Context: an optimization exercise on an open-source flow, tuned for small area, a short achievable clock period and few clock cycles per item. The choices shown serve that exercise and are no tape-out recipe.
Function was not checked in any run shown here: the RTL went through the layout flow alone.
Power and IR drop assume default switching activity.

==> flow/design.v (outline; a module is shown in full before it is edited, if it fits) <==
// module mac_dsp_pipe: 586 lines
module mac_dsp_pipe #(
  parameter int A_WIDTH     = 25,
  parameter int B_WIDTH     = 18,
  parameter int ACC_WIDTH   = 48,
  parameter int PIPE_STAGES = 1
) (
  input  logic                 clk_i,
  input  logic                 rst_i,
  input  logic                 valid_i,
  output logic                 ready_o,
  input  logic [A_WIDTH-1:0]   a_i,
  input  logic [B_WIDTH-1:0]   b_i,
  input  logic                 clr_i,
  input  logic                 last_i,
  output logic                 valid_o,
  input  logic                 ready_i,
  output logic [ACC_WIDTH-1:0] acc_o,
  output logic                 ovf_o
);
  // ...
==> flow/flow/run.sh <==
#!/bin/bash
# Standard layout, with netlist steps between synthesis and floorplan: fanout.py takes out the
# synthesis buffers (the flow removes them anyway); fixinv.py removes the inverters that Yosys
# leaves between full-adder cells (a full adder is self-dual, so a cell can compute on complemented
# signals instead; single-output gates can be swapped for their complement); fanout.py then gives
# register outputs with many loads a driver (two inverters). The new netlist is used only if ABC's cec proves it
# equivalent to the standard synthesis (registers paired by name); else the standard one is kept.
set -uo pipefail
export PATH="$FLOW_HOME/../tools/install/yosys/bin:$FLOW_HOME/../tools/install/OpenROAD/bin:$PATH"
R=orfs/results/${FLOW_PLATFORM}/mac_dsp_pipe/base
# port buffers: a plain buffer instead of the delay cell buffer_ports picks by itself
export BUFFER_PORTS_ARGS="-buffer_cell sky130_fd_sc_hd__buf_1"
bash standard.sh synth > synth.log 2>&1 || { echo "synthesis failed"; exit 1; }
cp "$R/1_2_yosys.v" standard_synth.v
if python3 flow/fanout.py standard_synth.v nobuf_synth.v 0 > fanout0.log 2>&1 \
   && python3 flow/fixinv.py nobuf_synth.v inv_synth.v > fixinv.log 2>&1 \
   && python3 flow/fanout.py inv_synth.v fixed_synth.v ${FANOUT_MAX:-12} > fanout.log 2>&1 \
   && bash flow/cec.sh standard_synth.v fixed_synth.v > cec.log 2>&1 \
   && grep -q "Networks are equivalent" cec.log; then
  echo "using the netlist with full-adder polarities fixed"
  cp fixed_synth.v "$R/1_2_yosys.v"
  touch "$R/1_2_yosys.v"
else
  echo "keeping the standard netlist"
fi
bash standard.sh > layout.log 2>&1 || { echo "layout failed"; exit 1; }
test -f out/final.def
==> flow/flow/cec.sh <==
#!/bin/bash
# usage: cec.sh gold.v gate.v  -> combinational equivalence (registers matched by name) with ABC
set -e
t=$(mktemp -d -p .)
cat $1 $2 > $t/both.v
python3 $(dirname "$0")/lib2v.py ${LIB:-/OpenROAD-flow-scripts/flow/platforms/sky130hd/lib/sky130_fd_sc_hd__tt_025C_1v80.lib} $t/both.v > $t/cells.v
for x in gold gate; do
  f=$1; [ $x = gate ] && f=$2
  python3 $(dirname "$0")/cutff.py $f > $t/$x.v
  yosys -q -p "read_verilog $t/cells.v; read_verilog $t/$x.v; hierarchy -top mac_dsp_pipe; flatten; techmap; opt -purge; write_blif $t/$x.blif" >/dev/null
done
yosys-abc -c "cec -n $t/gold.blif $t/gate.blif"
rm -rf $t
==> flow/flow/cutff.py <==
#!/usr/bin/env python3
"""Turn every flip-flop of a flat sky130 netlist into ports (Q an input, D/DE outputs) named after
the flip-flop instance, so two netlists with the same registers can be compared combinationally."""
import re, sys
src = open(sys.argv[1]).read()
inst_re = re.compile(r'^  (sky130_fd_sc_hd__\w*dfxtp\w*) +(\S+) +\((.*?)\n  \);\n', re.S | re.M)
pin_re = re.compile(r'\.(\w+)\((.*?)\)(?:,|\s*$)', re.S)
newports, decl, assigns = [], [], []
def san(n): return re.sub(r'[^A-Za-z0-9_]', '_', n)
def esc(n): return n + ' ' if n.startswith('\\') else n
def repl(m):
    typ, name, body = m.groups()
    s = san(name)
    for p, n in pin_re.findall(body):
        n = n.strip()
        if p == 'CLK': continue
        if p == 'Q':
            newports.append(f"ffq_{s}"); decl.append(f"  input ffq_{s};\n"); assigns.append(f"  assign {esc(n)} = ffq_{s};\n")
        else:
            newports.append(f"ff{p.lower()}_{s}"); decl.append(f"  output ff{p.lower()}_{s};\n"); assigns.append(f"  assign ff{p.lower()}_{s} = {esc(n)};\n")
    return ''
src = inst_re.sub(repl, src)
src = re.sub(r'(module mac_dsp_pipe\()', r'\1' + ', '.join(newports) + ', ', src, count=1)
i = src.index(';', src.index('module mac_dsp_pipe(')) + 2
src = src[:i] + ''.join(decl) + src[i:]
src = src.replace('endmodule', ''.join(assigns) + 'endmodule')
print(src)
==> flow/flow/fanout.py <==
#!/usr/bin/env python3
"""Give high-fanout register outputs a driver. Buffers (which the layout flow removes anyway) are
taken out first; then every register output with more than MAX loads drives its loads through a
pair of inverters, so the register, whose cell the flow must keep, sees one small load.
usage: fanout.py in.v out.v MAX"""
import re, sys
from collections import defaultdict
src = open(sys.argv[1]).read()
MAX = int(sys.argv[3])
OUT_PINS = {'X', 'Y', 'Q', 'Q_N', 'SUM', 'COUT', 'HI', 'LO'}
inst_re = re.compile(r'^  (sky130_fd_sc_hd__\w+) +(\S+) +\((.*?)\n  \);\n', re.S | re.M)
pin_re = re.compile(r'\.(\w+)\((.*?)\)(?:,|\s*$)', re.S)
insts = []
for m in inst_re.finditer(src):
    insts.append([m.group(1), m.group(2), [(p, n.strip()) for p, n in pin_re.findall(m.group(3))], m.span()])
head = src[:insts[0][3][0]]
tail = src[insts[-1][3][1]:]
ports = set(m.group(3) for m in re.finditer(r'^\s*(input|output)\s+(\[[^\]]*\]\s*)?(\S+);', head, re.M))
def base_net(n): return n.split(' ')[0] if n.startswith('\\') else re.sub(r'\[\d+\]$', '', n)
def is_port(n): return base_net(n) in ports
def esc(n): return n + ' ' if n.startswith('\\') else n
# remove buffers whose output is not a port
alias = {}
keep = []
for c in insts:
    if re.search(r'__(clk)?buf_\d+$', c[0]):
        d = dict(c[2])
        if not is_port(d['X']):
            alias[d['X']] = d['A']
            continue
    keep.append(c)
def res(n):
    while n in alias: n = alias[n]
    return n
for c in keep:
    c[2] = [(p, n if p in OUT_PINS else res(n)) for p, n in c[2]]
loads = defaultdict(int)
for c in keep:
    for p, n in c[2]:
        if p not in OUT_PINS: loads[n] += 1
extra, wires = [], []
k = 0
for c in list(keep):
    if 'dfxtp' not in c[0]: continue
    q = dict(c[2]).get('Q')
    if MAX <= 0 or q is None or is_port(q) or loads[q] <= MAX: continue
    n1, n2 = f"_fixfo_a{k}_", f"_fixfo_b{k}_"
    wires.append(f"  wire {n1};\n  wire {n2};\n")
    for d in keep:
        if d is c: continue
        d[2] = [(p, n2 if (p not in OUT_PINS and n == q) else n) for p, n in d[2]]
    extra.append([ 'sky130_fd_sc_hd__inv_2', f"_fixfo_i{k}_", [('A', q), ('Y', n1)]])
    extra.append([ 'sky130_fd_sc_hd__inv_4', f"_fixfo_j{k}_", [('A', n1), ('Y', n2)]])
    k += 1
out = [head] + wires
for c in keep + extra:
    out.append(f"  {c[0]} {c[1]} (\n" + ",\n".join(f"    .{p}({esc(n)})" for p, n in c[2]) + "\n  );\n")
out.append(tail)
open(sys.argv[2], 'w').write("".join(out))
sys.stderr.write(f"fanout: {len(alias)} buffers removed, {k} register outputs given a driver\n")
==> flow/flow/fixinv.py <==
#!/usr/bin/env python3
"""Remove inverters around full adders in a Yosys netlist of sky130 cells.

A full adder is self-dual: FA(~a, ~b, ~c) = (~sum, ~carry). The script picks, for each fa cell,
whether it computes on complemented signals (a local search that minimises the number of
signals that then need an inverter), removes the netlist's inverters, and inserts one inverter
per signal whose complement some load needs. The function of the netlist is unchanged.
usage: fixinv.py in.v out.v
"""
import re, sys, random

src = open(sys.argv[1]).read()
OUT_PINS = {'X', 'Y', 'Q', 'Q_N', 'SUM', 'COUT', 'HI', 'LO'}
inst_re = re.compile(r'^  (sky130_fd_sc_hd__\w+) +(\S+) +\((.*?)\n  \);\n', re.S | re.M)
pin_re = re.compile(r'\.(\w+)\((.*?)\)(?:,|\s*$)', re.S)

insts = []
for m in inst_re.finditer(src):
    typ, name, body = m.group(1), m.group(2), m.group(3)
    pins = [(p, n.strip()) for p, n in pin_re.findall(body)]
    insts.append(dict(typ=typ, name=name, pins=pins, span=m.span()))
head = src[:insts[0]['span'][0]]
tail = src[insts[-1]['span'][1]:]
# the text between instances must be empty (only instances are rewritten)
for a, b in zip(insts, insts[1:]):
    assert src[a['span'][1]:b['span'][0]].strip() == '', 'unexpected text between cells'
ports = set()
for m in re.finditer(r'^\s*(input|output)\s+(\[[^\]]*\]\s*)?(\S+);', head, re.M):
    ports.add(m.group(3))
def base_net(n):
    n = n.strip()
    if n.startswith('\\'): return n.split(' ')[0]
    return re.sub(r'\[\d+\]$', '', n)
def is_port(n): return base_net(n) in ports

is_inv = lambda t: re.search(r'__(clk)?inv(lp)?_\d+$', t) is not None
is_fa = lambda t: re.search(r'__fa_\d+$', t) is not None

# single-output cells with a complementary cell of the same inputs: (cell, its output pin)
COMP = {}
for a, b in [('nand2_1', 'and2_1'), ('nor2_1', 'or2_1'), ('xor2_1', 'xnor2_1'), ('a21oi_1', 'a21o_1'),
             ('a22oi_1', 'a22o_1'), ('o21ai_1', 'o21a_1'), ('nand3_1', 'and3_1'), ('nor3_1', 'or3_1'),
             ('a211oi_1', 'a211o_1'), ('o211ai_1', 'o211a_1'), ('a31oi_1', 'a31o_1'), ('o22ai_1', 'o22a_1'),
             ('nand2b_1', 'and2b_1'), ('nor2b_1', 'or2b_1'), ('o21ai_0', 'o21a_1'), ('nand4_1', 'and4_1'), ('nor4_1', 'or4_1')]:
    COMP['sky130_fd_sc_hd__' + a] = 'sky130_fd_sc_hd__' + b
    COMP['sky130_fd_sc_hd__' + b] = 'sky130_fd_sc_hd__' + a
def outpin(t):
    return 'Y' if re.search(r'__(nand|nor|xnor|a\d+oi|o\d+ai|inv|clkinv)', t) else 'X'
driver = {}
for i, c in enumerate(insts):
    for p, n in c['pins']:
        if p in OUT_PINS:
            driver[n] = (i, p)
# removable inverters: input and output not ports
inv_ok = set()
for i, c in enumerate(insts):
    if is_inv(c['typ']):
        d = dict(c['pins'])
        if not is_port(d['Y']) and not is_port(d['A']):
            inv_ok.add(i)
def root(n):
    pol = 0
    seen = 0
    while n in driver and driver[n][0] in inv_ok:
        n = dict(insts[driver[n][0]]['pins'])['A']; pol ^= 1; seen += 1
        assert seen < 100
    return n, pol

# loads: (inst index, pin idx, root, pol)
loads = []
for i, c in enumerate(insts):
    if i in inv_ok: continue
    for k, (p, n) in enumerate(c['pins']):
        if p in OUT_PINS or not n or n.startswith("1'b"): continue
        r, pol = root(n)
        loads.append((i, k, r, pol))
# root -> loads
from collections import defaultdict
by_root = defaultdict(list)
for L in loads: by_root[L[2]].append(L)
fa_idx = [i for i, c in enumerate(insts) if is_fa(c['typ'])]
flip = defaultdict(int)
def drv_flip(r):
    d = driver.get(r)
    return flip[d[0]] if d and is_fa(insts[d[0]]['typ']) else 0
def comp_root(r):
    d = driver.get(r)
    return d is not None and insts[d[0]]['typ'] in COMP and not is_port(r)
def cost_root(r):
    if comp_root(r):
        needs = set(pol ^ flip[i] for (i, k, _, pol) in by_root[r])
        return 1 if len(needs) > 1 else 0
    ph = drv_flip(r)
    for (i, k, _, pol) in by_root[r]:
        if pol ^ flip[i] != ph: return 1
    return 0
# roots touched by each fa
touch = defaultdict(set)
for i in fa_idx:
    for p, n in insts[i]['pins']:
        if p in OUT_PINS: touch[i].add(n)
        elif n and not n.startswith("1'b"): touch[i].add(root(n)[0])
total = sum(cost_root(r) for r in by_root)
start_cost = total
best = None
for seed in range(1, 13):
    random.seed(seed)
    for i in fa_idx: flip[i] = 0 if seed % 2 else random.randint(0, 1)
    for it in range(80):
        improved = False
        order = fa_idx[:]; random.shuffle(order)
        for i in order:
            before = sum(cost_root(r) for r in touch[i])
            flip[i] ^= 1
            after = sum(cost_root(r) for r in touch[i])
            if after < before or (after == before and random.random() < 0.2 and it < 50):
                improved = improved or after < before
            else:
                flip[i] ^= 1
        if not improved and it >= 50: break
    tot = sum(cost_root(r) for r in by_root)
    if best is None or tot < best[0]:
        best = (tot, {i: flip[i] for i in fa_idx})
for i in fa_idx: flip[i] = best[1][i]
total = sum(cost_root(r) for r in by_root)
n_inv_before = len(inv_ok)

# rebuild
def esc(n): return n + ' ' if n.startswith('\\') else n
newpin = {}
neg_net = {}
swapped = 0
for r, Ls in by_root.items():
    if comp_root(r):
        needs = set(pol ^ flip[i] for (i, k, _, pol) in Ls)
        if needs == {1}:
            di = driver[r][0]
            c = insts[di]
            t2 = COMP[c['typ']]
            c['pins'] = [((outpin(t2) if p == outpin(c['typ']) else p), n) for p, n in c['pins']]
            c['typ'] = t2
            flip[('drv', r)] = 1
            swapped += 1
extra = []
wires = []
cnt = 0
for r, Ls in by_root.items():
    ph = drv_flip(r) ^ flip[('drv', r)]
    for (i, k, _, pol) in Ls:
        need = pol ^ flip[i]
        if need == ph:
            newpin[(i, k)] = r
        else:
            if r not in neg_net:
                nn = f"_fixinv_n{cnt}_"; cnt += 1
                neg_net[r] = nn
                wires.append(f"  wire {nn};\n")
                extra.append(f"  sky130_fd_sc_hd__inv_1 _fixinv_i{cnt}_ (\n    .A({esc(r)}),\n    .Y({nn})\n  );\n")
            newpin[(i, k)] = neg_net[r]
out = [head.replace('\nendmodule', '') if False else head]
out.extend(wires)
for i, c in enumerate(insts):
    if i in inv_ok: continue
    pins = []
    for k, (p, n) in enumerate(c['pins']):
        n2 = newpin.get((i, k), n)
        pins.append(f"    .{p}({esc(n2)})")
    out.append(f"  {c['typ']} {c['name']} (\n" + ",\n".join(pins) + "\n  );\n")
out.extend(extra)
out.append(tail)
open(sys.argv[2], 'w').write("".join(out))
sys.stderr.write(f"fixinv: {len(fa_idx)} full adders, {sum(flip[i] for i in fa_idx)} flipped; "
                 f"{swapped} cells complemented; inverters {n_inv_before} -> {len(extra)}\n")
==> flow/flow/lib2v.py <==
#!/usr/bin/env python3
"""Write Verilog models of the sky130hd cells a netlist uses, from the liberty functions."""
import re, sys
lib = open(sys.argv[1]).read()
used = set(re.findall(r'(sky130_fd_sc_hd__\w+)\s+\S+\s*\(', open(sys.argv[2]).read()))
out = []
seen = set()
for m in re.finditer(r'\n\s*cell\s*\(\s*"?(sky130_fd_sc_hd__\w+)"?\s*\)\s*\{', lib):
    name = m.group(1)
    if name not in used or name in seen: continue
    seen.add(name)
    # cell body: up to next top-level cell
    start = m.end()
    nxt = lib.find('\n    cell (', start)
    body = lib[start:nxt if nxt > 0 else len(lib)]
    pins = re.findall(r'\n\s*pin\s*\(\s*"?(\w+)"?\s*\)\s*\{(.*?)(?=\n\s*pin\s*\(|\Z)', body, re.S)
    ins, outs = [], []
    for pn, pb in pins:
        d = re.search(r'direction\s*:\s*"?(\w+)"?', pb).group(1)
        f = re.search(r'\bfunction\s*:\s*"([^"]*)"', pb)
        if d == 'input': ins.append(pn)
        elif d == 'output': outs.append((pn, f.group(1) if f else None))
    if 'edfxtp' in name:
        out.append(f"module {name}(input CLK, input D, input DE, output reg Q); always @(posedge CLK) if (DE) Q <= D; endmodule")
        continue
    if 'dfxtp' in name:
        out.append(f"module {name}(input CLK, input D, output reg Q); always @(posedge CLK) Q <= D; endmodule")
        continue
    if 'XX' in name:
        out.append(f"module {name}(input CLK, input D, input DE, output reg Q); always @(posedge CLK) if (DE) Q <= D; endmodule")
        continue
    ports = ", ".join([f"input {p}" for p in ins] + [f"output {p}" for p, _ in outs])
    lines = [f"module {name}({ports});"]
    for p, f in outs:
        if f is None:
            lines.append(f"  assign {p} = 1'b0; // no function")
            continue
        e = f.replace('!', '~').replace('+', '|')
        e = re.sub(r"(\w+)'", r"(~\1)", e)
        e = re.sub(r'(\w|\))\s+(\w|\(|~)', r'\1 & \2', e)
        lines.append(f"  assign {p} = {e};")
    lines.append("endmodule")
    out.append("\n".join(lines))
print("\n".join(out))
==> flow/standard.sh <==
#!/bin/bash
# synth_recipe.tcl (not shown) runs the flow's synth.tcl, then flattens the netlist and writes it again
# the make line also repeats each setting of config.mk as NAME=value (left out here)
make -C /OpenROAD-flow-scripts/flow DESIGN_CONFIG=/design/flow/config.mk WORK_HOME=/design/flow/orfs CLKGATE_MAP_FILE= SYNTH_SCRIPT=/design/flow/synth_recipe.tcl "${@:-finish}"
==> flow/config.mk <==
export PLATFORM = sky130hd
export DESIGN_NAME = mac_dsp_pipe
export DESIGN_NICKNAME = mac_dsp_pipe
export VERILOG_FILES = /design/flow/design.v
export SDC_FILE = /design/flow/constraint.sdc
export NUM_CORES = 4
export LEC_CHECK = 0
export CAP_MARGIN = 20
export CORE_MARGIN = 2
export CORE_UTILIZATION = 60
export PLACE_DENSITY = 0.75
export SETUP_SLACK_MARGIN = 3.2
export SLEW_MARGIN = 20
==> flow/constraint.sdc <==
create_clock -name core_clock -period 7.0 [get_ports {clk_i}]
set_input_delay 1.4000 -clock core_clock [delete_from_list [all_inputs] [get_ports {clk_i}]]
set_output_delay 1.4000 -clock core_clock [all_outputs]
set_load 0.01 [all_outputs]
==> metrics.yaml, run 1 <==
drt:
  via_per_inst: 6.36
  wl_per_cell_um: 22.5
  first_iter_violations: 1433
  firstDrtPassIters: 6
clock_tree:
  cts_sinks: 192
  cts_max_level: 4
  cts_tree: "yes"
  clk_pin_slew_ps: 80
  ctsHoldBuffers: 0
  clock_path_buffers: 2
cells_and_area:
  regArea_um2: 5730
  multi_input_cells: 1158
  fill_cells: 2246
  buffer_area_share_pct: 2.64
setup_path:
  rr_endpoint: "ovf"
  start_kind: "flop"
  critical_path_cell_count: 14
  cp-startpoint: "c_start"
placement:
  placed_area_um2: 18700
  dp_hpwl_um: 30800
grt:
  grt_pass1_wl_um: 71300
  grt-ovfl-total: 0
  grt_pass1_vias: 12794
  grt.met2_usage_pct: 42.3
  antenna_found_initial: 0
power_and_ir_drop:
  swShare_pct: 45.1
  pwr-share-clk_pct: 10.3
  peakVddDrop_v: 0.000233
  internal-power_mw: 5.60
  seq_power_mw: 2.38
  comb_power_mw: 6.77
sta:
  fin_crit_sh_pct: 54.5
  hold_slack_ps: 440
  finalHoldViolations: 0
  grt_setup_unrepaired: "true"
floorplanning:
  core_area_um2: 29500
job:
  cap_violations: 0
run_status:
  status: "complete, no violations"
synthesis:
  yosys_warnings: 1
==> run 2, diff against run 1 <==
--- a/flow/design.v
+++ b/flow/design.v
@@ -41,16 +41,17 @@
   logic one8, two8, neg8, ppn8, e_one8, e_two8, e_neg8;
   logic [24:0] pp8;
   logic fs0, fc0, fs1, fc1, fs2, fc2, fs3, fc3, fs4, fc4, fs5, fc5, fs6, fc6, fs7, fc7, fs8, fc8, fs9, fc9, fs10, fc10, fs11, fc11, fs12, fc12, fs13, fc13, fs14, fc14, fs15, fc15, fs16, fc16, fs17, fc17, fs18, fc18, fs19, fc19, fs20, fc20, fs21, fc21, fs22, fc22, fs23, fc23, fs24, fc24, fs25, fc25, fs26, fc26, fs27, fc27, fs28, fc28, fs29, fc29, fs30, fc30, fs31, fc31, fs32, fc32, fs33, fc33, fs34, fc34, fs35, fc35, fs36, fc36, fs37, fc37, fs38, fc38, fs39, fc39, fs40, fc40, fs41, fc41, fs42, fc42, fs43, fc43, fs44, fc44, fs45, fc45, fs46, fc46, fs47, fc47, fs48, fc48, fs49, fc49, fs50, fc50, fs51, fc51, fs52, fc52, fs53, fc53, fs54, fc54, fs55, fc55, fs56, fc56, fs57, fc57, fs58, fc58, fs59, fc59, fs60, fc60, fs61, fc61, fs62, fc62, fs63, fc63, fs64, fc64, fs65, fc65, fs66, fc66, fs67, fc67, fs68, fc68, fs69, fc69, fs70, fc70, fs71, fc71, fs72, fc72, fs73, fc73, fs74, fc74, fs75, fc75, fs76, fc76, fs77, fc77, fs78, fc78, fs79, fc79, fs80, fc80, fs81, fc81, fs82, fc82, fs83, fc83, fs84, fc84, fs85, fc85, fs86, fc86, fs87, fc87, fs88, fc88, fs89, fc89, fs90, fc90, fs91, fc91, fs92, fc92, fs93, fc93, fs94, fc94, fs95, fc95, fs96, fc96, fs97, fc97, fs98, fc98, fs99, fc99, fs100, fc100, fs101, fc101, fs102, fc102, fs103, fc103, fs104, fc104, fs105, fc105, fs106, fc106, fs107, fc107, fs108, fc108, fs109, fc109, fs110, fc110, fs111, fc111, fs112, fc112, fs113, fc113, fs114, fc114, fs115, fc115, fs116, fc116, fs117, fc117, fs118, fc118, fs119, fc119, fs120, fc120, fs121, fc121, fs122, fc122, fs123, fc123, fs124, fc124, fs125, fc125, fs126, fc126, fs127, fc127, fs128, fc128, fs129, fc129, fs130, fc130, fs131, fc131, fs132, fc132, fs133, fc133, fs134, fc134, fs135, fc135, fs136, fc136, fs137, fc137, fs138, fc138, fs139, fc139, fs140, fc140, fs141, fc141, fs142, fc142, fs143, fc143, fs144, fc144, fs145, fc145, fs146, fc146, fs147, fc147, fs148, fc148, fs149, fc149, fs150, fc150, fs151, fc151, fs152, fc152, fs153, fc153, fs154, fc154, fs155, fc155, fs156, fc156, fs157, fc157, fs158, fc158, fs159, fc159, fs160, fc160, fs161, fc161, fs162, fc162, fs163, fc163, fs164, fc164, fs165, fc165, fs166, fc166, fs167, fc167, fs168, fc168, fs169, fc169, fs170, fc170, fs171, fc171, fs172, fc172, fs173, fc173, fs174, fc174, fs175, fc175, fs176, fc176, fs177, fc177, fs178, fc178, fs179, fc179, fs180, fc180, fs181, fc181, fs182, fc182, fs183, fc183, fs184, fc184, fs185, fc185, fs186, fc186, fs187, fc187, fs188, fc188, fs189, fc189, fs190, fc190, fs191, fc191, fs192, fc192, fs193, fc193, fs194, fc194, fs195, fc195, fs196, fc196, fs197, fc197, fs198, fc198, fs199, fc199;
   logic [24:0] r_a;
   logic r_v, r_clr, r_last;
   logic [8:0] r_one, r_two, r_neg;
   logic [48:0] c_x, c_y, s3, c3;
   logic c_v, c_last, c_start, c_start_nx;
+  logic [48:0] g_f, p_f;
   assign ce      = !valid_o || ready_i;
   assign ready_o = ce;
   assign take    = valid_i && ce;
   assign bm      = {b_i, 1'b0};
   assign e_neg0 = bm[2];
   assign e_one0 = (bm[1] ^ bm[0]);
   assign e_two0 = ((bm[2] & !bm[1] & !bm[0]) | (!bm[2] & bm[1] & bm[0]));
   assign e_neg1 = bm[4];
@@ -559,17 +560,245 @@
     end
   end
   assign start = c_start;
   assign clear = c_v && start;
   assign base = start ? 48'd0 : acc;
   assign basen47 = !base[47];
   assign s3 = {1'b0, basen47, base[46:0]} ^ c_x ^ c_y;
   assign c3 = {(({1'b0, basen47, base[46:0]} & c_x) | ({1'b0, basen47, base[46:0]} & c_y) | (c_x & c_y)), 1'b0};
-  assign tsum = s3 + c3;
+  assign g_f = s3 & c3;
+  assign p_f = s3 ^ c3;
+  wire gg_f0 = g_f[1] | (p_f[1] & g_f[0]);
+  wire pg_f0 = p_f[1] & p_f[0];
+  wire gg_f1 = g_f[3] | (p_f[3] & g_f[2]);
+  wire pg_f1 = p_f[3] & p_f[2];
+  wire gg_f2 = g_f[5] | (p_f[5] & g_f[4]);
+  wire pg_f2 = p_f[5] & p_f[4];
+  wire gg_f3 = g_f[7] | (p_f[7] & g_f[6]);
+  wire pg_f3 = p_f[7] & p_f[6];
+  wire gg_f4 = g_f[9] | (p_f[9] & g_f[8]);
+  wire pg_f4 = p_f[9] & p_f[8];
+  wire gg_f5 = g_f[11] | (p_f[11] & g_f[10]);
+  wire pg_f5 = p_f[11] & p_f[10];
+  wire gg_f6 = g_f[13] | (p_f[13] & g_f[12]);
+  wire pg_f6 = p_f[13] & p_f[12];
+  wire gg_f7 = g_f[15] | (p_f[15] & g_f[14]);
+  wire pg_f7 = p_f[15] & p_f[14];
+  wire gg_f8 = g_f[17] | (p_f[17] & g_f[16]);
+  wire pg_f8 = p_f[17] & p_f[16];
+  wire gg_f9 = g_f[19] | (p_f[19] & g_f[18]);
+  wire pg_f9 = p_f[19] & p_f[18];
+  wire gg_f10 = g_f[21] | (p_f[21] & g_f[20]);
+  wire pg_f10 = p_f[21] & p_f[20];
+  wire gg_f11 = g_f[23] | (p_f[23] & g_f[22]);
+  wire pg_f11 = p_f[23] & p_f[22];
+  wire gg_f12 = g_f[25] | (p_f[25] & g_f[24]);
+  wire pg_f12 = p_f[25] & p_f[24];
+  wire gg_f13 = g_f[27] | (p_f[27] & g_f[26]);
+  wire pg_f13 = p_f[27] & p_f[26];
+  wire gg_f14 = g_f[29] | (p_f[29] & g_f[28]);
+  wire pg_f14 = p_f[29] & p_f[28];
+  wire gg_f15 = g_f[31] | (p_f[31] & g_f[30]);
+  wire pg_f15 = p_f[31] & p_f[30];
+  wire gg_f16 = g_f[33] | (p_f[33] & g_f[32]);
+  wire pg_f16 = p_f[33] & p_f[32];
+  wire gg_f17 = g_f[35] | (p_f[35] & g_f[34]);
+  wire pg_f17 = p_f[35] & p_f[34];
+  wire gg_f18 = g_f[37] | (p_f[37] & g_f[36]);
+  wire pg_f18 = p_f[37] & p_f[36];
+  wire gg_f19 = g_f[39] | (p_f[39] & g_f[38]);
+  wire pg_f19 = p_f[39] & p_f[38];
+  wire gg_f20 = g_f[41] | (p_f[41] & g_f[40]);
+  wire pg_f20 = p_f[41] & p_f[40];
+  wire gg_f21 = g_f[43] | (p_f[43] & g_f[42]);
+  wire pg_f21 = p_f[43] & p_f[42];
+  wire gg_f22 = g_f[45] | (p_f[45] & g_f[44]);
+  wire pg_f22 = p_f[45] & p_f[44];
+  wire gg_f23 = g_f[47] | (p_f[47] & g_f[46]);
+  wire pg_f23 = p_f[47] & p_f[46];
+  wire gg_f24 = gg_f1 | (pg_f1 & gg_f0);
+  wire pg_f24 = pg_f1 & pg_f0;
+  wire gg_f25 = gg_f3 | (pg_f3 & gg_f2);
+  wire pg_f25 = pg_f3 & pg_f2;
+  wire gg_f26 = gg_f5 | (pg_f5 & gg_f4);
+  wire pg_f26 = pg_f5 & pg_f4;
+  wire gg_f27 = gg_f7 | (pg_f7 & gg_f6);
+  wire pg_f27 = pg_f7 & pg_f6;
+  wire gg_f28 = gg_f9 | (pg_f9 & gg_f8);
+  wire pg_f28 = pg_f9 & pg_f8;
+  wire gg_f29 = gg_f11 | (pg_f11 & gg_f10);
+  wire pg_f29 = pg_f11 & pg_f10;
+  wire gg_f30 = gg_f13 | (pg_f13 & gg_f12);
+  wire pg_f30 = pg_f13 & pg_f12;
+  wire gg_f31 = gg_f15 | (pg_f15 & gg_f14);
+  wire pg_f31 = pg_f15 & pg_f14;
+  wire gg_f32 = gg_f17 | (pg_f17 & gg_f16);
+  wire pg_f32 = pg_f17 & pg_f16;
+  wire gg_f33 = gg_f19 | (pg_f19 & gg_f18);
+  wire pg_f33 = pg_f19 & pg_f18;
+  wire gg_f34 = gg_f21 | (pg_f21 & gg_f20);
+  wire pg_f34 = pg_f21 & pg_f20;
+  wire gg_f35 = gg_f23 | (pg_f23 & gg_f22);
+  wire pg_f35 = pg_f23 & pg_f22;
+  wire gg_f36 = gg_f25 | (pg_f25 & gg_f24);
+  wire pg_f36 = pg_f25 & pg_f24;
+  wire gg_f37 = gg_f27 | (pg_f27 & gg_f26);
+  wire pg_f37 = pg_f27 & pg_f26;
+  wire gg_f38 = gg_f29 | (pg_f29 & gg_f28);
+  wire pg_f38 = pg_f29 & pg_f28;
+  wire gg_f39 = gg_f31 | (pg_f31 & gg_f30);
+  wire pg_f39 = pg_f31 & pg_f30;
+  wire gg_f40 = gg_f33 | (pg_f33 & gg_f32);
+  wire pg_f40 = pg_f33 & pg_f32;
+  wire gg_f41 = gg_f35 | (pg_f35 & gg_f34);
+  wire pg_f41 = pg_f35 & pg_f34;
+  wire gg_f42 = gg_f37 | (pg_f37 & gg_f36);
+  wire pg_f42 = pg_f37 & pg_f36;
+  wire gg_f43 = gg_f39 | (pg_f39 & gg_f38);
+  wire pg_f43 = pg_f39 & pg_f38;
+  wire gg_f44 = gg_f41 | (pg_f41 & gg_f40);
+  wire pg_f44 = pg_f41 & pg_f40;
+  wire gg_f45 = gg_f43 | (pg_f43 & gg_f42);
+  wire pg_f45 = pg_f43 & pg_f42;
+  wire gg_f46 = gg_f44 | (pg_f44 & gg_f45);
+  wire pg_f46 = pg_f44 & pg_f45;
+  wire gg_f47 = gg_f38 | (pg_f38 & gg_f42);
+  wire pg_f47 = pg_f38 & pg_f42;
+  wire gg_f48 = gg_f40 | (pg_f40 & gg_f45);
+  wire pg_f48 = pg_f40 & pg_f45;
+  wire gg_f49 = gg_f26 | (pg_f26 & gg_f36);
+  wire pg_f49 = pg_f26 & pg_f36;
+  wire gg_f50 = gg_f28 | (pg_f28 & gg_f42);
+  wire pg_f50 = pg_f28 & pg_f42;
+  wire gg_f51 = gg_f30 | (pg_f30 & gg_f47);
+  wire pg_f51 = pg_f30 & pg_f47;
+  wire gg_f52 = gg_f32 | (pg_f32 & gg_f45);
+  wire pg_f52 = pg_f32 & pg_f45;
+  wire gg_f53 = gg_f34 | (pg_f34 & gg_f48);
+  wire pg_f53 = pg_f34 & pg_f48;
+  wire gg_f54 = gg_f2 | (pg_f2 & gg_f24);
+  wire pg_f54 = pg_f2 & pg_f24;
+  wire gg_f55 = gg_f4 | (pg_f4 & gg_f36);
+  wire pg_f55 = pg_f4 & pg_f36;
+  wire gg_f56 = gg_f6 | (pg_f6 & gg_f49);
+  wire pg_f56 = pg_f6 & pg_f49;
+  wire gg_f57 = gg_f8 | (pg_f8 & gg_f42);
+  wire pg_f57 = pg_f8 & pg_f42;
+  wire gg_f58 = gg_f10 | (pg_f10 & gg_f50);
+  wire pg_f58 = pg_f10 & pg_f50;
+  wire gg_f59 = gg_f12 | (pg_f12 & gg_f47);
+  wire pg_f59 = pg_f12 & pg_f47;
+  wire gg_f60 = gg_f14 | (pg_f14 & gg_f51);
+  wire pg_f60 = pg_f14 & pg_f51;
+  wire gg_f61 = gg_f16 | (pg_f16 & gg_f45);
+  wire pg_f61 = pg_f16 & pg_f45;
+  wire gg_f62 = gg_f18 | (pg_f18 & gg_f52);
+  wire pg_f62 = pg_f18 & pg_f52;
+  wire gg_f63 = gg_f20 | (pg_f20 & gg_f48);
+  wire pg_f63 = pg_f20 & pg_f48;
+  wire gg_f64 = gg_f22 | (pg_f22 & gg_f53);
+  wire pg_f64 = pg_f22 & pg_f53;
+  wire gg_f65 = g_f[2] | (p_f[2] & gg_f0);
+  wire pg_f65 = p_f[2] & pg_f0;
+  wire gg_f66 = g_f[4] | (p_f[4] & gg_f24);
+  wire pg_f66 = p_f[4] & pg_f24;
+  wire gg_f67 = g_f[6] | (p_f[6] & gg_f54);
+  wire pg_f67 = p_f[6] & pg_f54;
+  wire gg_f68 = g_f[8] | (p_f[8] & gg_f36);
+  wire pg_f68 = p_f[8] & pg_f36;
+  wire gg_f69 = g_f[10] | (p_f[10] & gg_f55);
+  wire pg_f69 = p_f[10] & pg_f55;
+  wire gg_f70 = g_f[12] | (p_f[12] & gg_f49);
+  wire pg_f70 = p_f[12] & pg_f49;
+  wire gg_f71 = g_f[14] | (p_f[14] & gg_f56);
+  wire pg_f71 = p_f[14] & pg_f56;
+  wire gg_f72 = g_f[16] | (p_f[16] & gg_f42);
+  wire pg_f72 = p_f[16] & pg_f42;
+  wire gg_f73 = g_f[18] | (p_f[18] & gg_f57);
+  wire pg_f73 = p_f[18] & pg_f57;
+  wire gg_f74 = g_f[20] | (p_f[20] & gg_f50);
+  wire pg_f74 = p_f[20] & pg_f50;
+  wire gg_f75 = g_f[22] | (p_f[22] & gg_f58);
+  wire pg_f75 = p_f[22] & pg_f58;
+  wire gg_f76 = g_f[24] | (p_f[24] & gg_f47);
+  wire pg_f76 = p_f[24] & pg_f47;
+  wire gg_f77 = g_f[26] | (p_f[26] & gg_f59);
+  wire pg_f77 = p_f[26] & pg_f59;
+  wire gg_f78 = g_f[28] | (p_f[28] & gg_f51);
+  wire pg_f78 = p_f[28] & pg_f51;
+  wire gg_f79 = g_f[30] | (p_f[30] & gg_f60);
+  wire pg_f79 = p_f[30] & pg_f60;
+  wire gg_f80 = g_f[32] | (p_f[32] & gg_f45);
+  wire pg_f80 = p_f[32] & pg_f45;
+  wire gg_f81 = g_f[34] | (p_f[34] & gg_f61);
+  wire pg_f81 = p_f[34] & pg_f61;
+  wire gg_f82 = g_f[36] | (p_f[36] & gg_f52);
+  wire pg_f82 = p_f[36] & pg_f52;
+  wire gg_f83 = g_f[38] | (p_f[38] & gg_f62);
+  wire pg_f83 = p_f[38] & pg_f62;
+  wire gg_f84 = g_f[40] | (p_f[40] & gg_f48);
+  wire pg_f84 = p_f[40] & pg_f48;
+  wire gg_f85 = g_f[42] | (p_f[42] & gg_f63);
+  wire pg_f85 = p_f[42] & pg_f63;
+  wire gg_f86 = g_f[44] | (p_f[44] & gg_f53);
+  wire pg_f86 = p_f[44] & pg_f53;
+  wire gg_f87 = g_f[46] | (p_f[46] & gg_f64);
+  wire pg_f87 = p_f[46] & pg_f64;
+  wire gg_f88 = g_f[48] | (p_f[48] & gg_f46);
+  wire pg_f88 = p_f[48] & pg_f46;
+  assign tsum[0] = p_f[0];
+  assign tsum[1] = p_f[1] ^ g_f[0];
+  assign tsum[2] = p_f[2] ^ gg_f0;
+  assign tsum[3] = p_f[3] ^ gg_f65;
+  assign tsum[4] = p_f[4] ^ gg_f24;
+  assign tsum[5] = p_f[5] ^ gg_f66;
+  assign tsum[6] = p_f[6] ^ gg_f54;
+  assign tsum[7] = p_f[7] ^ gg_f67;
+  assign tsum[8] = p_f[8] ^ gg_f36;
+  assign tsum[9] = p_f[9] ^ gg_f68;
+  assign tsum[10] = p_f[10] ^ gg_f55;
+  assign tsum[11] = p_f[11] ^ gg_f69;
+  assign tsum[12] = p_f[12] ^ gg_f49;
+  assign tsum[13] = p_f[13] ^ gg_f70;
+  assign tsum[14] = p_f[14] ^ gg_f56;
+  assign tsum[15] = p_f[15] ^ gg_f71;
+  assign tsum[16] = p_f[16] ^ gg_f42;
+  assign tsum[17] = p_f[17] ^ gg_f72;
+  assign tsum[18] = p_f[18] ^ gg_f57;
+  assign tsum[19] = p_f[19] ^ gg_f73;
+  assign tsum[20] = p_f[20] ^ gg_f50;
+  assign tsum[21] = p_f[21] ^ gg_f74;
+  assign tsum[22] = p_f[22] ^ gg_f58;
+  assign tsum[23] = p_f[23] ^ gg_f75;
+  assign tsum[24] = p_f[24] ^ gg_f47;
+  assign tsum[25] = p_f[25] ^ gg_f76;
+  assign tsum[26] = p_f[26] ^ gg_f59;
+  assign tsum[27] = p_f[27] ^ gg_f77;
+  assign tsum[28] = p_f[28] ^ gg_f51;
+  assign tsum[29] = p_f[29] ^ gg_f78;
+  assign tsum[30] = p_f[30] ^ gg_f60;
+  assign tsum[31] = p_f[31] ^ gg_f79;
+  assign tsum[32] = p_f[32] ^ gg_f45;
+  assign tsum[33] = p_f[33] ^ gg_f80;
+  assign tsum[34] = p_f[34] ^ gg_f61;
+  assign tsum[35] = p_f[35] ^ gg_f81;
+  assign tsum[36] = p_f[36] ^ gg_f52;
+  assign tsum[37] = p_f[37] ^ gg_f82;
+  assign tsum[38] = p_f[38] ^ gg_f62;
+  assign tsum[39] = p_f[39] ^ gg_f83;
+  assign tsum[40] = p_f[40] ^ gg_f48;
+  assign tsum[41] = p_f[41] ^ gg_f84;
+  assign tsum[42] = p_f[42] ^ gg_f63;
+  assign tsum[43] = p_f[43] ^ gg_f85;
+  assign tsum[44] = p_f[44] ^ gg_f53;
+  assign tsum[45] = p_f[45] ^ gg_f86;
+  assign tsum[46] = p_f[46] ^ gg_f64;
+  assign tsum[47] = p_f[47] ^ gg_f87;
+  assign tsum[48] = p_f[48] ^ gg_f46;
   assign add_ovf = tsum[48] ^ tsum[47];
   always_ff @(posedge clk_i) begin
     if (rst_i) begin
       new_frame <= 1'b1;
       valid_o   <= 1'b0;
     end else if (ce) begin
       if (c_v) new_frame <= c_last;
       valid_o <= c_v && c_last;
==> run 2 against run 1 <==
Net effect:
- hold slack got worse by 13 ps
- synthesized cell count decreased by 8.7%
- critical path type unchanged
- sequential power decreased by 3%
- combinational power decreased by 19%
- critical path depth increased by 2
- clock power decreased by 7%
- die area decreased by 3.1%
- cell count decreased by 7.4%
- still clean on timing, DRC and antenna
- area after synthesis decreased by 3.2%
- global-route usage decreased by 1.4 points
- highest routed layer unchanged
==> metrics.yaml, run 2 <==
clock_tree:
  clock_path_buffers: 2  # unchanged
  clk_pin_slew_ps: 70  # about the same
  cts_max_level: 4  # unchanged
  cts_sinks: 192  # unchanged
  insertion_delay_ps: 450
  cts_tree: "yes"
  cts_buffers: 17
  ctsHoldBuffers: 0  # unchanged
  cts_root_buf: "clkbuf_16"
grt:
  grt_pass1_wl_um: 66400  # -6.8%
  grt-ovfl-total: 0  # unchanged
  grt_start_max_net_pins: 72
  grt.total_usage_pct: 28.3
  antenna_found_initial: 0  # unchanged
  grt_pass1_vias: 12302  # -3.8%
drt:
  first_iter_violations: 1202  # -16%
  drtAntennaViolNets: 0
  finalWirelength_um: 41300
  dr.max_layer_used: "met4"
  remaining_drc_errors: 0
  firstDrtPassIters: 7  # +1
  wl_met3_um: 4130
  via_per_inst: 6.16  # -3.1%
  vias: 11545
  met1Wirelength_um: 17300
  wl_met2_um: 19000
  wl_per_cell_um: 22.1  # -1.8%
floorplanning:
  ios: 100
  dieArea_um2: 30200
  die_w_um: 174
  core_area_um2: 28500  # -3.2%
  start_util_pct: 60.6
  rows: 62
  die_y_um: 174
placement:
  portBuffers: 99
  dp_hpwl_um: 27400  # -11%
  gp_congestion: 0.914
  placed_area_um2: 18200  # -2.7%
  dp_slack_ps: 2330
cells_and_area:
  regArea_um2: 5730  # unchanged
  mostFrequentLayoutCells: "xnor2_1 (228), fa_1 (228), a22oi_1 (216)"
  final_nets: 1832
  drive_above_1_share_pct: 11.8
  reg_top3: "acc (48), c_x (42), c_y (41)"
  largest_register_ffs: 48
  final_area_um2: 19000
  multi_input_area_um2: 11000
  regMostFlops: "acc"
  fill_cells: 2171  # -3.3%
  area_delta_synth_final_pct: 9.63
  antenna_cells: 0
setup_path:
  cp-endpoint: "ovf"
  max_stage_delay_ps: 540
  reg2reg_from: "c_start"
  start_kind: "flop"
  worstPathRequired_ps: 7210
  cp-startpoint: "c_start"
  rr_endpoint: "ovf"
  crit_slowest_cell: "fa_1"
  r2r_slack_ps: 2650
  crit_fanout: 49
  rr_worst_depth: 16
  crit_arrival_ps: 4560
  path_cells: "inv_2, inv_12, and2b_1, fa_1, ha_4, o21ai_0, a21oi_1, o31ai_4, o21ai_4, a22oi_2, o2111a_2, nor2_2, nor2b_1, fa_2, or4b_4, o221a_1"
  crit_path_end_kind: "flop"
  crit_type: "reg2reg"
sta:
  tightest_slew_ps: 858
  drv_slew: 0
  relSlewSlack_pct: 42.8
  max_freq_mhz: 230
  worst_slack_ps: 2650
  hold_slack_ps: 427  # -13.3 ps
  finalHoldViolations: 0  # unchanged
  min_period_ps: 4350
  clock_skew_ps: 12.7
  setup_viol: 0
  grt_setup_unrepaired: "true"
  tns_ps: 0
  fin_crit_sh_pct: 62.1  # +7.5 points
power_and_ir_drop:
  peakVddDrop_v: 0.000199  # -14%
  power_leakage_nw: 7.31
  finalPower_mw: 8.81
  power_density_nw_per_um2: 465
synthesis:
  synth.avg_cell_area_um2: 12.8
  synth_area_um2: 17300
  syn_inst: 1352
  yosys_warnings: 1  # unchanged
  syn-num-nets: 1708
job:
  cap_violations: 0  # unchanged
run_status:
  status: "complete, no violations"
worst_hold_path:
  min_from: "r_last"
  hp-class: "reg2reg"
-- run 2: routing by layer --
| layer | GRT usage (%) | vias up |
|---|---|---|
| li1 | - | 5010 |
| met1 | 39.5 | 5842 |
| met3 | 8.22 | 71 |
| met4 | 9.10 | 0 |
| met5 | 0 | - |
| met2 | 43.2 | 622 |
-- run 2: worst min-delay path by stage --
| stage | endpoint | slack [ps] | cells past startpoint |
|---|---|---|---|
| 4_1_cts | c_last | 430 | 0 |
| 6_report | c_last | 430 | 0 |
| 5_1_grt | c_last | 440 | 0 |
| 3_3_place_gp | c_last | 400 | 0 |
| 2_1_floorplan | c_last | 400 | 0 |
| 3_5_place_dp | c_last | 410 | 0 |
-- run 2: stage by stage --
stage | util, % | instances
floorplan | - | 1352
finish | 66.4 | 1873
CTS | 66.2 | 1872
detailed placement | 63.9 | 1837
global route | 66.4 | 1873
global placement | 63.9 | 1837
-- run 2: repair_timing --
action | in CTS | in global routing
buffers inserted | 3 | 1
gates resized for setup | 10 | 6
setup endpoints to repair | 34 | 31
pin swaps | 3 | 6
-- run 2: layout make-up --
cell class	instances	area share, %
clock buffers	17	2.24
clock inverters	15	0.779
well taps	384	2.53
multi-input cells	1005	58.2
repair buffers	106	2.24
flip-flops and latches	192	30.2
inverters	154	3.80
-- run 2: where the power goes --
part / total, mW / internal (mW) / switching [mW] / leakage, nW
registers: 2.32 / 2.13 / 0.195 / 1.96
clock network: 0.977 / 0.501 / 0.476 / 0.278
logic: 5.51 / 2.46 / 3.05 / 5.07
total: 8.81 / 5.08 / 3.72 / 7.31
-- run 2: worst max-delay path: cells and delay by family (launching register included) --
family          cells  cell delay [ps]
compound gates      7             1390
fa+ha+maj           3             1240
simple gates        4              890
flops               1              340
buf+inv             2              240

## re-timing with driven ports
The results above use ideal ports. As a check the final layouts listed here were re-extracted and re-timed, cells and wires unchanged.
Step 1 assumes that a clkbuf_16 drives the clock port and a buf_2 every other input.
Step 2 adds t to the input delays and takes it off the output delays; t is the mean of the earliest and latest rising clock arrival at the registers after step 1. Input paths then give back, and output paths get back, about the clock's delay inside the block.
Slacks: ideal / step 1 / step 2; pairs: ideal / step 1.
run | shift t [ns] | slack for setup (ns) | hold slack, ns | worst slew at a driven data input, ns | cell pins on the clock port's net
run 1 | 0.499 | 3.182 / 3.182 / 3.182 | 0.440 / 0.440 / 0.440 | 0.04 | 1
run 2 | 0.497 | 2.654 / 2.654 / 2.654 | 0.427 / 0.427 / 0.427 | 0.04 | 1
After both steps every run listed still meets setup and hold.
